What follows belongs to an exercise in optimizing a design on an open flow for small area, a short achievable clock period and few clock cycles; a production flow would make more cautious choices.
The RTL was checked by simulation tests, not by an equivalence proof against the original design.
Power figures rest on the tool's default switching activity, not on a simulated workload.

== v6 ==
==> flow/design.v (excerpt) <==
module axi_mem_slave (
    input  logic                 clk,
    input  logic                 resetn,
    input  logic                 awvalid,
    input  axi_bus_pkg::id_t     awid,
    input  axi_bus_pkg::addr_t   awaddr,
    input  axi_bus_pkg::len_t    awlen,
    input  axi_bus_pkg::size_t   awsize,
    input  axi_bus_pkg::burst_t  awburst,
    output logic                 awready,
    input  logic                 wvalid,
    input  axi_bus_pkg::data_t   wdata,
    input  axi_bus_pkg::id_t     wid,
    input  axi_bus_pkg::strb_t   wstrb,
    input  logic                 wlast,
    output logic                 wready,
    input  logic                 bready,
    output logic                 bvalid,
    output axi_bus_pkg::resp_t   bresp,
    output axi_bus_pkg::id_t     bid,
    input  logic                 arvalid,
    input  axi_bus_pkg::id_t     arid,
    input  axi_bus_pkg::addr_t   araddr,
    input  axi_bus_pkg::len_t    arlen,
    input  axi_bus_pkg::size_t   arsize,
    input  axi_bus_pkg::burst_t  arburst,
    output logic                 arready,
    input  logic                 rready,
    output logic                 rvalid,
    output axi_bus_pkg::data_t   rdata,
    output logic                 rlast,
    output axi_bus_pkg::resp_t   rresp,
    output axi_bus_pkg::id_t     rid
);
    function automatic axi_bus_pkg::resp_t req_resp(axi_bus_pkg::addr_t addr, axi_bus_pkg::size_t size);
        if (addr >= axi_bus_pkg::MEM_BYTES)
            req_resp = axi_bus_pkg::RESP_SLVERR;
        else if (size > axi_bus_pkg::MAX_SIZE)
            req_resp = axi_bus_pkg::RESP_DECERR;
        else
            req_resp = axi_bus_pkg::RESP_OKAY;
    endfunction
    logic        aw_wait, aw_busy, awready_q;
    logic        wready_q, w_stall, wready_o;
    logic        bvalid_q, b_idle, bvalid_o;
    logic        w_err;
    logic [3:0]  w_len;
    logic [3:0]  w_num;
  ...
Size in the first run: ~1200 flip-flops, ~190 I/O pins.
clock: 10.0 ns
lec_check: 0
cap_margin: 20
core_margin: 2
core_utilization: 65
slew_margin: 20
synth_hierarchical: 1
synth_minimum_keep_size: 0
standard.sh (not shown) runs the stock make flow with config.mk's settings and CLKGATE_MAP_FILE= SYNTH_SCRIPT=/design/flow/synth_recipe.tcl, a recipe that flattens the netlist after the stock synthesis.
==> flow/flow/run.sh <==
#!/bin/bash
# The standard layout (standard.sh, unchanged ORFS steps) with these settings:
#  - port buffers of buf_2 instead of the resizer's default pick (a slow delay cell)
#  - clock tree of clkbuf_16 with sink clusters of up to 30 flip-flops
#  - repair_timing aims for 6.8 ns of setup slack at the design's 10 ns clock
#  - the resizer may change a cell for one of another footprint
# ORFS writes each step's log under orfs/logs; make's own output goes to standard_run.log.
set -euo pipefail
bash standard.sh \
  "BUFFER_PORTS_ARGS=-buffer_cell sky130_fd_sc_hd__buf_2" \
  CTS_CLUSTER_SIZE=30 CTS_CLUSTER_DIAMETER=80 \
  "CTS_BUF_LIST=sky130_fd_sc_hd__clkbuf_16" \
  SETUP_SLACK_MARGIN=6.8 MATCH_CELL_FOOTPRINT=0 \
  finish > standard_run.log 2>&1
Testbench counts of v6, summed over its fixed seeds: cycles 32,135.
[inputs] v7 vs v6
--- a/flow/design.v
+++ b/flow/design.v
@@ -34,20 +34,21 @@
     input  logic        clk,
     input  logic        resetn,
     input  logic        wr_en,
     input  logic [6:0]  wr_addr,
     input  logic [31:0] wr_data,
     input  logic [1:0]  wr_sel0,
     input  logic [1:0]  wr_sel1,
     input  logic [1:0]  wr_sel2,
     input  logic [1:0]  wr_sel3,
     input  logic [3:0]  wr_ben,
+    input  logic [1:0]  rd_off,
     input  logic [4:0]  rd_row0,
     input  logic [4:0]  rd_row1,
     input  logic [4:0]  rd_row2,
     input  logic [4:0]  rd_row3,
     output logic [31:0] rd_data
 );
     logic [1:0] wr_off;
     logic [4:0] wr_row;
     logic [1:0] bank_sel [4];
     logic [4:0] bank_wrow [4];
@@ -99,22 +100,22 @@
             for (int r = 0; r < 32; r++)
                 rsel[r] = (bank_rrow[b] == 5'(r));
         end
         row_sel u_sel (
             .rows (rows),
             .sel  (rsel),
             .q    (bank_q[b])
         );
     end
     always_comb begin
-        for (int b = 0; b < 4; b++)
-            rd_data[8*b +: 8] = bank_q[b];
+        for (int k = 0; k < 4; k++)
+            rd_data[8*k +: 8] = bank_q[2'(k) + rd_off];
     end
 endmodule
 module row_sel (
     input  logic [255:0] rows,
     input  logic [31:0]  sel,
     output logic [7:0]   q
 );
     always_comb begin
         q = '0;
         for (int r = 0; r < 32; r++)
@@ -288,23 +289,21 @@
     logic        r_first;
     logic [6:0]  r_addr;
     logic [4:0]  r_row [4];
     logic [6:0]  r_addr_n;
     logic        r_fixed;
     logic [3:0]  r_mask;
     logic [3:0]  r_cnt;
     axi_bus_pkg::resp_t rresp_q;
     axi_bus_pkg::id_t   rid_q;
     logic [31:0] rdata_q;
-    logic [31:0] bank_word;
-    logic [3:0]  r_lsel [4];
-    logic [3:0]  mask_n;
+    logic [31:0] mem_word;
     logic hs_ar, hs_r, fetch;
     axi_bus_pkg::resp_t ar_resp;
     logic [2:0]  r_step;
     assign ar_wait  = !ar_busy;
     assign rvalid_q = !r_idle;
     assign rlast_q  = !r_more;
     assign hs_ar = arvalid && ar_wait;
     assign hs_r  = rvalid_q && rready;
     assign fetch = r_first || (hs_r && !rlast_q);
     assign ar_resp = req_resp(araddr, arsize);
@@ -321,71 +320,62 @@
             ar_wait_n = (ar_wait && !arvalid) || (hs_r && rlast_q);
             rvalid_n  = fetch || (rvalid_q && !hs_r);
             ar_busy   <= !ar_wait_n;
             arready_q <= ar_wait_n;
             r_idle    <= !rvalid_n;
             rvalid_o  <= rvalid_n;
             r_first   <= hs_ar;
         end
     end
     assign r_addr_n = ar_wait ? araddr[6:0] : r_addr + 7'(r_step);
-    assign mask_n = ar_wait ? ((ar_resp != axi_bus_pkg::RESP_OKAY) ? 4'b0000 :
-                               (arsize[1] ? 4'b1111 : (arsize[0] ? 4'b0011 : 4'b0001)))
-                            : r_mask;
     always_ff @(posedge clk) begin
         if (ar_wait || (fetch && !r_fixed)) begin
             r_addr <= r_addr_n;
             for (int b = 0; b < 4; b++)
                 r_row[b] <= 5'((r_addr_n + 7'(3 - b)) >> 2);
-            for (int k = 0; k < 4; k++)
-                for (int b = 0; b < 4; b++)
-                    r_lsel[k][b] <= mask_n[k] && (2'(b) == 2'(2'(k) + r_addr_n[1:0]));
         end
     end
     always_ff @(posedge clk) begin
         if (ar_wait) begin
             r_fixed <= (arburst == axi_bus_pkg::BURST_FIXED);
             r_cnt   <= arlen;
             rresp_q <= ar_resp;
             rid_q   <= arid;
-            r_mask  <= mask_n;
+            r_mask  <= (ar_resp != axi_bus_pkg::RESP_OKAY) ? 4'b0000 :
+                       (arsize[1] ? 4'b1111 : (arsize[0] ? 4'b0011 : 4'b0001));
         end else if (fetch) begin
             r_cnt <= r_cnt - 4'd1;
         end
     end
     always_ff @(posedge clk) begin
         if (fetch) begin
             r_more  <= !((r_cnt == 4'd0) || !r_mask[0]);
             rlast_o <= (r_cnt == 4'd0) || !r_mask[0];
-            for (int k = 0; k < 4; k++) begin
-                logic [7:0] lane;
-                lane = '0;
-                for (int b = 0; b < 4; b++)
-                    lane = lane | (bank_word[8*b +: 8] & {8{r_lsel[k][b]}});
-                rdata_q[8*k +: 8] <= lane;
-            end
+            for (int k = 0; k < 4; k++)
+                rdata_q[8*k +: 8] <= mem_word[8*k +: 8] & {8{r_mask[k]}};
         end
     end
     assign arready = arready_q;
     assign rvalid  = rvalid_o;
     assign rdata   = rdata_q;
     assign rlast   = rlast_o;
     assign rresp   = rresp_q;
     assign rid     = rid_q;
     byte_mem mem (
         .clk     (clk),
         .resetn  (resetn),
         .wr_en   (mem_wr_en),
         .wr_addr (pend_addr),
         .wr_data (pend_data),
         .wr_sel0 (pend_sel[0]),
         .wr_sel1 (pend_sel[1]),
         .wr_sel2 (pend_sel[2]),
         .wr_sel3 (pend_sel[3]),
         .wr_ben  (pend_ben),
+        .rd_off  (r_addr[1:0]),
         .rd_row0 (r_row[0]),
         .rd_row1 (r_row[1]),
         .rd_row2 (r_row[2]),
         .rd_row3 (r_row[3]),
-        .rd_data (bank_word)
+        .rd_data (mem_word)
     );
 endmodule
--- outcome ---
v7 vs v6: synthesized cell count down. The post-route cell area of v7 and that of v6 are within noise of each other. Going from v6 to v7, routed wire length fell by 2.8%; period utilization stayed essentially flat. On required time reported for the critical path endpoint: v7 sits below v6. Re switching part of the total: v7 and v6 aren't equal, and the lower value belongs to v7.
Testbench counts of v7, summed over its fixed seeds: cycles 32,135.


## run B
Another version of the RTL of axi_mem_slave (not shown whole).
Size: roughly 3000 cells after synthesis, ~1200 flip-flops, ~190 I/O pins, roughly 0.048 mm² of cells after synthesis.
Settings: LEC_CHECK=0, CAP_MARGIN=20, CORE_MARGIN=2, CORE_UTILIZATION=65, SLEW_MARGIN=20, SYNTH_HIERARCHICAL=1, SYNTH_MINIMUM_KEEP_SIZE=0; clock period 10.0 ns.
==> flow/flow/run.sh <==
#!/bin/bash
# The standard layout (standard.sh, unchanged ORFS steps) with these settings:
#  - port buffers of buf_2 instead of the resizer's default pick (a slow delay cell)
#  - clock tree of clkbuf_16 with sink clusters of up to 30 flip-flops
#  - repair_timing aims for 6.8 ns of setup slack at the design's 10 ns clock
# ORFS writes each step's log under orfs/logs; make's own output goes to standard_run.log.
set -euo pipefail
bash standard.sh \
  "BUFFER_PORTS_ARGS=-buffer_cell sky130_fd_sc_hd__buf_2" \
  CTS_CLUSTER_SIZE=30 CTS_CLUSTER_DIAMETER=80 \
  "CTS_BUF_LIST=sky130_fd_sc_hd__clkbuf_16" \
  SETUP_SLACK_MARGIN=6.8 \
  finish > standard_run.log 2>&1
Testbench counts of run B, summed over its fixed seeds: cycles 32,135.
Setup changes, run B to run E
--- a/flow/design.v
+++ b/flow/design.v
@@ -26,25 +26,24 @@
     typedef enum logic [1:0] {
         rd_idle,
         rd_addr,
         rd_data,
         rd_err
     } rd_state_t;
 endpackage
 module byte_mem (
     input  logic        clk,
     input  logic        resetn,
     input  logic        wr_en,
     input  logic [6:0]  wr_addr,
-    input  logic [4:0]  wr_row1,
     input  logic [31:0] wr_data,
     input  logic [1:0]  wr_sel0,
     input  logic [1:0]  wr_sel1,
     input  logic [1:0]  wr_sel2,
     input  logic [1:0]  wr_sel3,
     input  logic [3:0]  wr_ben,
     input  logic [1:0]  rd_off,
     input  logic [4:0]  rd_row0,
     input  logic [4:0]  rd_row1,
     input  logic [4:0]  rd_row2,
     input  logic [4:0]  rd_row3,
     output logic [31:0] rd_data
@@ -63,25 +62,25 @@
     assign wr_row = wr_addr[6:2];
     assign bank_sel[0] = wr_sel0;
     assign bank_sel[1] = wr_sel1;
     assign bank_sel[2] = wr_sel2;
     assign bank_sel[3] = wr_sel3;
     assign bank_rrow[0] = rd_row0;
     assign bank_rrow[1] = rd_row1;
     assign bank_rrow[2] = rd_row2;
     assign bank_rrow[3] = rd_row3;
     always_comb begin
         for (int b = 0; b < 4; b++) begin
             bank_wd[b]   = wr_data[8*bank_sel[b] +: 8];
-            bank_wrow[b] = (2'(b) < wr_off) ? wr_row1 : wr_row;
+            bank_wrow[b] = wr_row + ((2'(b) < wr_off) ? 5'd1 : 5'd0);
         end
     end
     for (genvar b = 0; b < 4; b++) begin : g_bank
         logic [255:0] rows;
         logic [7:0]   wd_one;
         logic [7:0]   wd_zero;
         logic         we;
         assign wd_one  = bank_wd[b] | {8{init}};
         assign wd_zero = bank_wd[b] & {8{!init}};
         assign we      = wr_en && wr_ben[b];
         for (genvar r = 0; r < 32; r++) begin : g_row
             localparam logic [7:0] INIT = 8'(4 * r + b);
@@ -169,25 +168,24 @@
     logic        wready_q, w_stall, wready_o;
     logic        bvalid_q, b_idle, bvalid_o;
     logic        w_err;
     logic [3:0]  w_len;
     logic [3:0]  w_num;
     logic        w_fixed;
     axi_bus_pkg::resp_t bresp_q;
     axi_bus_pkg::id_t   bid_q;
     logic        pend_valid;
     logic [31:0] pend_data;
     logic [3:0]  pend_strb;
     logic [6:0]  pend_addr;
-    logic [4:0]  pend_row1;
     logic [1:0]  pend_sel [4];
     logic [3:0]  pend_ben;
     logic hs_aw, hs_w, hs_b;
     logic w_done;
     logic mem_wr_en;
     logic [6:0]  w_next;
     logic [6:0]  w_addr;
     logic [1:0]  w_off;
     logic [3:0]  w_strb;
     logic [1:0]  w_sel [4];
     logic [3:0]  w_ben;
     assign aw_wait  = !aw_busy;
@@ -276,28 +274,26 @@
         for (int b = 0; b < 4; b++) begin
             w_sel[b] = sl[2*2'(2'(b) - w_off) +: 2];
             w_ben[b] = sl[8 + 2'(2'(b) - w_off)];
         end
     end
     always_ff @(posedge clk) begin
         if (!(pend_valid && aw_wait))
             pend_data <= wdata;
         if (hs_w)
             pend_strb <= wstrb;
         else if (aw_wait && !pend_valid)
             pend_strb <= '0;
-        if (aw_wait || hs_w) begin
+        if (aw_wait || hs_w)
             pend_addr <= w_addr;
-            pend_row1 <= w_addr[6:2] + 5'd1;
-        end
         pend_ben <= w_ben;
         for (int b = 0; b < 4; b++)
             pend_sel[b] <= w_sel[b];
     end
     assign mem_wr_en = pend_valid && !aw_wait && !w_err;
     assign awready = awready_q;
     assign wready  = wready_o;
     assign bvalid  = bvalid_o;
     assign bresp   = bresp_q;
     assign bid     = bid_q;
     logic        ar_wait, ar_busy, arready_q;
     logic        rvalid_q, r_idle, rvalid_o;
@@ -372,25 +368,24 @@
     end
     assign arready = arready_q;
     assign rvalid  = rvalid_o;
     assign rdata   = rdata_q;
     assign rlast   = rlast_o;
     assign rresp   = rresp_q;
     assign rid     = rid_q;
     byte_mem mem (
         .clk     (clk),
         .resetn  (resetn),
         .wr_en   (mem_wr_en),
         .wr_addr (pend_addr),
-        .wr_row1 (pend_row1),
         .wr_data (pend_data),
         .wr_sel0 (pend_sel[0]),
         .wr_sel1 (pend_sel[1]),
         .wr_sel2 (pend_sel[2]),
         .wr_sel3 (pend_sel[3]),
         .wr_ben  (pend_ben),
         .rd_off  (r_addr[1:0]),
         .rd_row0 (r_row[0]),
         .rd_row1 (r_row[1]),
         .rd_row2 (r_row[2]),
         .rd_row3 (r_row[3]),
         .rd_data (mem_word)
==> comparison <==
Every stage of the flow completed for run E, and the final layout passed the timing, DRC and antenna checks.
| clock transition time at the flip-flop clock pins of the worst setup and hold paths | run E vs run B | ≈ equal |
Run B → run E: overall routed net length now smaller; relative area change from synthesis to final layout -0.25 points; non-clock buffer count went up 3; synthesized cell count flat.
Run E vs run B — number of nets in the layout climbed slightly
Changes observed in run E relative to run B: fraction of area in registers grew by 0.16 points; post-route total power down about 3.3%; synthesized-area fraction occupied by adder cells now sits at about the same level.
Run E has less setup slack than run B.
The die outline width of run E and that of run B are within noise of each other.
Between run E and run B, it is run E whose met3 routing resource usage after global routing is higher, by 0.91 points.
Run E ends up with a post-placement cell count that is about 0.43% higher than in run B.
Compared with run B, wire length of the first global-routing pass in run E decreased slightly.
Testbench counts of run E, summed over its fixed seeds: cycles 32,135.

==> port drivers added, routing unchanged <==
The results above use ideal ports. As a check the final layouts listed here were re-extracted and re-timed, cells and wires unchanged.
Step 1, drivers: a clkbuf_16 drives clk and a buf_2 each remaining input, both assumed.
Step 2 moves the port delays by t, midway between the first and last clock arrival at a register: inputs arrive t later, outputs are due t later. That takes back most of the time a late clock gives input paths.
Slacks: no drivers / after step 1 / after step 2; pairs: no drivers / after step 1.
run | t (ns) | slack for setup (ns) | worst setup path after step 2 | slew at the worst register clock pin (ns)
v6 | 0.702 | 6.777 / 6.732 / 6.247 | input to register | 0.12 / 0.12
v7 | 0.698 | 6.768 / 6.701 / 6.191 | input to register | 0.11 / 0.11
run B | 0.716 | 6.687 / 6.618 / 6.248 | input to register | 0.12 / 0.12
run E | 0.706 | 6.673 / 6.673 / 6.301 | input to register | 0.12 / 0.12
After both steps every run listed still meets setup and hold. The setup slack of v7, which loses most, moves by -0.067 ns with the drivers and by -0.577 ns with both steps.
